What follows belongs to an exercise in optimizing a design on an open flow for a short achievable clock period and few clock cycles; a production flow would make more cautious choices. Only simulation tests tie the RTL to the original design; equivalence was not proved. Power figures rest on the tool's default switching activity, not on a simulated workload.

<file path="config.mk">
export PLATFORM = sky130hd
export DESIGN_NAME = processor_gen2
export DESIGN_NICKNAME = processor_gen2
export VERILOG_FILES = /design/flow/design.v
export SDC_FILE = /design/flow/constraint.sdc
export NUM_CORES = 4
export LEC_CHECK = 0
export CAP_MARGIN = 20
export CORE_MARGIN = 2
export CORE_UTILIZATION = 40
export SLEW_MARGIN = 20
</file>
<file path="run.sh">
#!/bin/bash
# synth_recipe.tcl (not shown) runs the flow's synth.tcl, then flattens the netlist and writes it again
# the make line also repeats each setting of config.mk as NAME=value (left out here)
make -C /OpenROAD-flow-scripts/flow DESIGN_CONFIG=/design/flow/config.mk WORK_HOME=/design/flow/orfs CLKGATE_MAP_FILE= SYNTH_SCRIPT=/design/flow/synth_recipe.tcl finish
</file>
<file path="constraint.sdc">
create_clock -name core_clock -period 10.0 [get_ports {clk}]
set_input_delay 2.0000 -clock core_clock [delete_from_list [all_inputs] [get_ports {clk}]]
set_output_delay 2.0000 -clock core_clock [all_outputs]
set_load 0.01 [all_outputs]
</file>
<file path="design.v">
module processor_gen2 #(
  parameter int DATA_W     = 16,
  parameter int NUM_REGS   = 4,
  parameter int MEM_DEPTH  = 256,
  parameter int APB_ADDR_W = 9,
  parameter int PROG_START = 'h020,
  parameter int INT_VEC    = 'h010,
  localparam int ADDR_W    = $clog2(MEM_DEPTH)
) (
  input  logic              clk,
  input  logic              reset,
  input  logic              init_done,
  input  logic              init_we,
  input  logic [ADDR_W-1:0] init_addr,
  input  logic [DATA_W-1:0] init_data,
  input  logic              irq,
  output logic              irq_ack,
  output logic              halted,
  output logic              illegal,
  output logic                  bus_wr_en,
  output logic [APB_ADDR_W-1:0] bus_wr_addr,
  output logic [DATA_W-1:0]     bus_wr_data,
  input  logic                  bus_wr_done,
  output logic                  bus_rd_en,
  output logic [APB_ADDR_W-1:0] bus_rd_addr,
  input  logic [DATA_W-1:0]     bus_rd_data,
  input  logic                  bus_rd_done
);
  localparam logic [3:0] S_INIT    = 4'd0;
  localparam logic [3:0] S_FETCH   = 4'd1;
  localparam logic [3:0] S_DECODE  = 4'd2;
  localparam logic [3:0] S_OPERAND = 4'd3;
  localparam logic [3:0] S_EXEC    = 4'd4;
  localparam logic [3:0] S_RD_WAIT = 4'd5;
  localparam logic [3:0] S_WR_WAIT = 4'd6;
  localparam logic [3:0] S_IRQ     = 4'd7;
  localparam logic [3:0] S_HALTED  = 4'd8;
  localparam logic [3:0] OP_ADD   = 4'h0;
  localparam logic [3:0] OP_SUB   = 4'h1;
  localparam logic [3:0] OP_MOV   = 4'h2;
  localparam logic [3:0] OP_MVI   = 4'h3;
  localparam logic [3:0] OP_LOAD  = 4'h4;
  localparam logic [3:0] OP_STORE = 4'h5;
  localparam logic [3:0] OP_JMP   = 4'h6;
  localparam logic [3:0] OP_JEZ   = 4'h7;
  localparam logic [3:0] OP_HALT  = 4'h8;
  localparam logic [3:0] OP_RETI  = 4'h9;
  logic [3:0]        state;
  logic [ADDR_W-1:0] pc;
  logic [ADDR_W-1:0] instr_pc;
  logic [ADDR_W-1:0] saved_pc;
  logic [15:0]       instr;
  logic [DATA_W-1:0] mem_q;
  logic              z;
  logic              in_isr;
  logic              illegal_q;
  logic [DATA_W-1:0] regs [16];
  logic [DATA_W-1:0] mem  [MEM_DEPTH];
  logic                  wr_en;
  logic [APB_ADDR_W-1:0] wr_addr;
  logic [DATA_W-1:0]     wr_data;
  logic                  rd_en;
  logic [APB_ADDR_W-1:0] rd_addr;
  logic [3:0]        op;
  logic [3:0]        rd_idx;
  logic [3:0]        rs_idx;
  logic              rd_ok;
  logic              rs_ok;
  logic [DATA_W-1:0] rd_val;
  logic [DATA_W-1:0] rs_val;
  logic [DATA_W-1:0] sum;
  logic [DATA_W-1:0] diff;
  logic              two_word;
  logic              take_irq;
  assign op     = instr[15:12];
  assign rd_idx = instr[11:8];
  assign rs_idx = instr[7:4];
  assign rd_ok  = (int'(rd_idx) < NUM_REGS);
  assign rs_ok  = (int'(rs_idx) < NUM_REGS);
  assign rd_val = rd_ok ? regs[rd_idx] : '0;
  assign rs_val = rs_ok ? regs[rs_idx] : '0;
  assign sum    = rd_val + rs_val;
  assign diff   = rd_val - rs_val;
  assign two_word = (mem_q[15:12] == OP_MVI) || (mem_q[15:12] == OP_LOAD) ||
                    (mem_q[15:12] == OP_STORE);
  assign take_irq = irq && !in_isr;
  assign bus_wr_en   = wr_en;
  assign bus_wr_addr = wr_addr;
  assign bus_wr_data = wr_data;
  assign bus_rd_en   = rd_en;
  assign bus_rd_addr = rd_addr;
  assign halted  = (state == S_HALTED);
  assign irq_ack = (state == S_IRQ);
  assign illegal = illegal_q;
  function automatic logic [ADDR_W-1:0] pc_inc(input logic [ADDR_W-1:0] p);
    if (p == ADDR_W'(MEM_DEPTH - 1)) pc_inc = '0;
    else pc_inc = p + 1'b1;
  endfunction
  always_ff @(posedge clk) begin
    if (state == S_INIT && init_we) mem[init_addr] <= init_data;
    mem_q <= mem[pc];
  end
  always_ff @(posedge clk or posedge reset) begin
    if (reset) begin
      state     <= S_INIT;
      pc        <= ADDR_W'(PROG_START);
      instr_pc  <= '0;
      saved_pc  <= '0;
      instr     <= '0;
      z         <= 1'b0;
      in_isr    <= 1'b0;
      illegal_q <= 1'b0;
      wr_en     <= 1'b0;
      wr_addr   <= '0;
      wr_data   <= '0;
      rd_en     <= 1'b0;
      rd_addr   <= '0;
      for (int i = 0; i < 16; i++) regs[i] <= '0;
    end else if (!init_done && state != S_INIT) begin
      state     <= S_INIT;
      wr_en     <= 1'b0;
      rd_en     <= 1'b0;
      illegal_q <= 1'b0;
    end else begin
      case (state)
        S_INIT: begin
          if (init_done) begin
            pc     <= ADDR_W'(PROG_START);
            in_isr <= 1'b0;
            state  <= S_FETCH;
          end
        end
        S_FETCH: begin
          if (take_irq) begin
            saved_pc <= pc;
            state    <= S_IRQ;
          end else begin
            instr_pc <= pc;
            pc       <= pc_inc(pc);
            state    <= S_DECODE;
          end
        end
        S_DECODE: begin
          instr <= mem_q[15:0];
          state <= two_word ? S_OPERAND : S_EXEC;
        end
        S_OPERAND: begin
          pc    <= pc_inc(pc);
          state <= S_EXEC;
        end
        S_EXEC: begin
          state <= S_FETCH;
          case (op)
            OP_ADD: begin
              if (rd_ok) regs[rd_idx] <= sum;
              z <= (sum == '0);
            end
            OP_SUB: begin
              if (rd_ok) regs[rd_idx] <= diff;
              z <= (diff == '0);
            end
            OP_MOV: begin
              if (rd_ok) regs[rd_idx] <= rs_val;
            end
            OP_MVI: begin
              if (rd_ok) regs[rd_idx] <= mem_q;
            end
            OP_LOAD: begin
              rd_addr <= mem_q[APB_ADDR_W-1:0];
              rd_en   <= 1'b1;
              state   <= S_RD_WAIT;
            end
            OP_STORE: begin
              wr_addr <= mem_q[APB_ADDR_W-1:0];
              wr_data <= rs_val;
              wr_en   <= 1'b1;
              state   <= S_WR_WAIT;
            end
            OP_JMP: begin
              pc <= instr[ADDR_W-1:0];
            end
            OP_JEZ: begin
              if (z) pc <= instr[ADDR_W-1:0];
            end
            OP_HALT: begin
              illegal_q <= 1'b0;
              state     <= S_HALTED;
            end
            OP_RETI: begin
              if (in_isr) begin
                pc     <= saved_pc;
                in_isr <= 1'b0;
              end else begin
                illegal_q <= 1'b1;
                state     <= S_HALTED;
              end
            end
            default: begin
              illegal_q <= 1'b1;
              state     <= S_HALTED;
            end
          endcase
        end
        S_RD_WAIT: begin
          if (bus_rd_done) begin
            if (rd_ok) regs[rd_idx] <= bus_rd_data;
            rd_en <= 1'b0;
            state <= S_FETCH;
          end
        end
        S_WR_WAIT: begin
          if (bus_wr_done) begin
            wr_en <= 1'b0;
            state <= S_FETCH;
          end
        end
        S_IRQ: begin
          pc     <= ADDR_W'(INT_VEC);
          in_isr <= 1'b1;
          state  <= S_FETCH;
        end
        S_HALTED: begin
          if (take_irq) begin
            saved_pc  <= instr_pc;
            illegal_q <= 1'b0;
            state     <= S_IRQ;
          end
        end
        default: state <= S_INIT;
      endcase
    end
  end
endmodule
</file>
==> out/results.ini <==
[sta]
skew_ns=0.109
setup_tns_ns=0
final.min_clock_period_ns=6.65
maxSlewViolCount=0
setup-violations-final=0
fmax_ghz=0.150
hold_violations=0
worst_pin_slew_ns=1.19
min_period_over_period_pct=66.5
fin_ws_ns=3.35
rsz0062_at_grt=no
maxSlewHeadroom_pct=20.4

[finish]
fillerInstances=35852
drive_gt1_share_pct=30.0
nNetsFinal=8306
finalInstanceArea_sq_um=198000
register_area_sq_um=132000
syn2layout_area_growth_pct=13.6
multi_input_area_sq_um=39900
final_cell_count_no_fill=14378

[logic_synthesis]
yosysSeqAreaShare_pct=75.8
yosys-top-cells-count=edfxtp_1 (4096), mux4_2 (1360), clkbuf_1 (509)
synth.most_common_cell=edfxtp_1
synth.top_cells.by_area=edfxtp_1 (71%), mux4_2 (18%), dfrtp_1 (4.9%), clkbuf_1 (1.1%), nor2_1 (0.74%)
yosysWarnings=2
yosys.area.top_type_share_pct=70.7
synth_nets=8017
synth_area_sq_um=174000
synth.avg_cell_area_sq_um=21.9
ys_types=93
synth_cells=7938
synth_largest_area_cell=edfxtp_1
synthFlopType=edfxtp_1
async_reset_ff_share_pct=7.62
synth_edf_count=4096
ys_ff_latch=4451

[drt]
wirelength_microns=458000
drt_iter0_drc=10551
dr.pass1.iters=7
vias=83864
route.detailed.drc=0
wl_per_cell_microns=31.8
ant_nets=0
via_per_inst=5.83

[place]
portBuffers=85
placed_cell_area_sq_um=183000
pre_cts_ws_ns=3.42
place.gp.congestion=0.885
place_inst=13508
dp_hpwl_microns=275000

[global_routing]
grt_usage_pct=20.5
grt_overflow=0
grt_max_degree=170
grt_antenna_before_repair=45
grt_first_pass_wirelength_microns=648000
grt_pass1_vias=84804

[die]
rows=242
die_h_microns=664
core-area_sq_um=434000
ios=86
initial_core_util_pct=40.1
die_area_sq_um=440000
die_w_microns=664

[power_and_ir_drop]
ir_worst_vdd_mv=0.179
power_mw=46.4
total_leakage_power_nw=61.3
powerDensity_nw_per_um2=235

[worst_setup_path]
worstSetupPathType=reg -> reg
critPathMaxFanout=24
cp.arrival_ns=7.58
cp-end-kind=flop
required_ns=10.93
start_kind=flop

[min_path]
hp-class=reg -> reg

[cts]
numCtsBuffers=448
cts_setup_buffers=0
hold_buffers=0
cts.htree.levels=5
root_buffer=clkbuf_16
path_clk_slew_ns=0.07
cts_tree=built
clk_latency_ns=1.01
cts_resized=0
cts.sinks=4451
clockBufferDepth=4

[flow_run]
max_cap_violations=0

[outcome]
outcome=finished clean

[metrics by stage]
step                hold WS (ns)  utilization (%)
floorplan                  0.425                -
global placement           0.365             42.2
detailed placement         0.365             42.2
CTS                        0.379             45.5
global route               0.389             45.5
finish                     0.379             45.6
[layout make-up]
class	count	area share (%)
diodes	31	0.0392
multi-input cells	2815	20.2
clock inverters	274	1.32
inverters	40	0.0779
clock buffers	562	5.99
repair buffers	471	2.08
well taps	5734	3.63
flip-flops and latches	4451	66.7
[state kept, by name, summed over array words and instances (netlist names), 4 cells and up]
name and cells:
rd_addr 9, wr_addr 9, mem_q 16, state 4, saved_pc 8, mem 4096, wr_data 16, instr 16
pc 8, regs 256, instr_pc 8
[worst max-delay path, cell delays in order (launching register included)]
cell	delay (ns)
dfrtp_1	0.67
or2_0	0.74
nor2_2	0.98
a221oi_1	0.18
nand3_1	0.17
o221a_2	0.32
inv_1	0.11
ha_1	0.39
or2_2	0.37
nor4_1	0.27
nand3_1	0.13
a2111oi_1	0.71
nor4_2	0.12
xnor2_1	0.21
or4b_1	0.52
or4_1	0.49
o31ai_2	0.19
[routing by layer]
layer | vias up | GRT usage, % | part of all wire (%)
met5 | - | 0 | 0.0050
li1 | 34009 | - | -
met1 | 45633 | 29.4 | 42
met4 | 4 | 6.02 | 3.3
met3 | 699 | 3.27 | 7.5
met2 | 3519 | 32.5 | 47
[report_power, final]
group | internal (mW) | leakage, nW | switching [mW]
clock | 9.35 | 7.05 | 7.11
sequential | 20.6 | 41.6 | 0.546
combinational | 3.77 | 12.7 | 5.07
[cells in the final DEF (no fill, tap or decap), types with 21 or more instances in the layout]
cell type        Yosys  routed
edfxtp_1          4096    4096
nor2_2               0      42
nand3_1             72      67
a22o_1              27      27
inv_1               39      38
clkbuf_1           509      97
a22oi_1            112     112
nor2_1             345     299
clkbuf_16            0     450
mux4_2            1360    1360
clkinv_1             1      91
mux2_2              67      67
nand2_1            160     156
dfrtp_1            338     332
o21ai_0            113     112
a221oi_1            33      33
bufinv_16            0      37
a21oi_1             87      87
clkdlybuf4s50_1      0      69
diode_2              0      31
nor2b_1             32      32
buf_4                1     362
mux2i_1             27      27
a222oi_1            21      21
clkinv_2             0      99
ha_1                32      32
[worst paths after layout]
path / from / end / slack, ns / cells past startpoint
hold reg to reg: regs[14][15] / regs[14][15] / 0.38 / 0
setup / recovery: instr[4] / z / 3.35 / 16
hold / removal: regs[14][15] / regs[14][15] / 0.38 / 0
max in group asynchronous: reset / regs[10][4] / 6.68 / 4
setup reg to reg: instr[4] / z / 3.35 / 16
min in group asynchronous: reset / rd_addr[0] / 1.36 / 2
[kinds of logic after synthesis]
| group | after synthesis | share of synthesized area [%] |
|---|---|---|
| compound gates | 553 | 2.24 |
| xor+xnor | 23 | 0.116 |
| fa+ha+maj | 33 | 0.236 |
| buf+inv | 672 | 1.46 |
| flops | 4451 | 75.8 |
| mux | 1457 | 18.2 |
| simple gates | 749 | 1.99 |
Testbench counts, summed over its fixed seeds: cycles 49,303.

[static timing again, ports no longer ideal]
How much do the figures lean on ideal ports? The routed layout below was timed once more, with nothing changed but the port constraints. Step 1 assumes that a clkbuf_16 drives the clock port and a buf_2 every other input. Step 2 adds t to the input delays and takes it off the output delays; t is the mean of the earliest and latest rising clock arrival at the registers after step 1. Input paths then give back, and output paths get back, about the clock's delay inside the block. a / b / c = no drivers / after step 1 / after step 2; a / b = the first two.
shift t [ns]: 1.071
setup slack, ns: 3.353 / 3.353 / 3.353
worst setup path at the end: register to register
worst slew at a driven data input, ns: 0.16
After both steps this run still meets setup and hold. For this run, drivers alone change the setup slack by 0.000 ns; drivers and shift together by 0.000 ns.
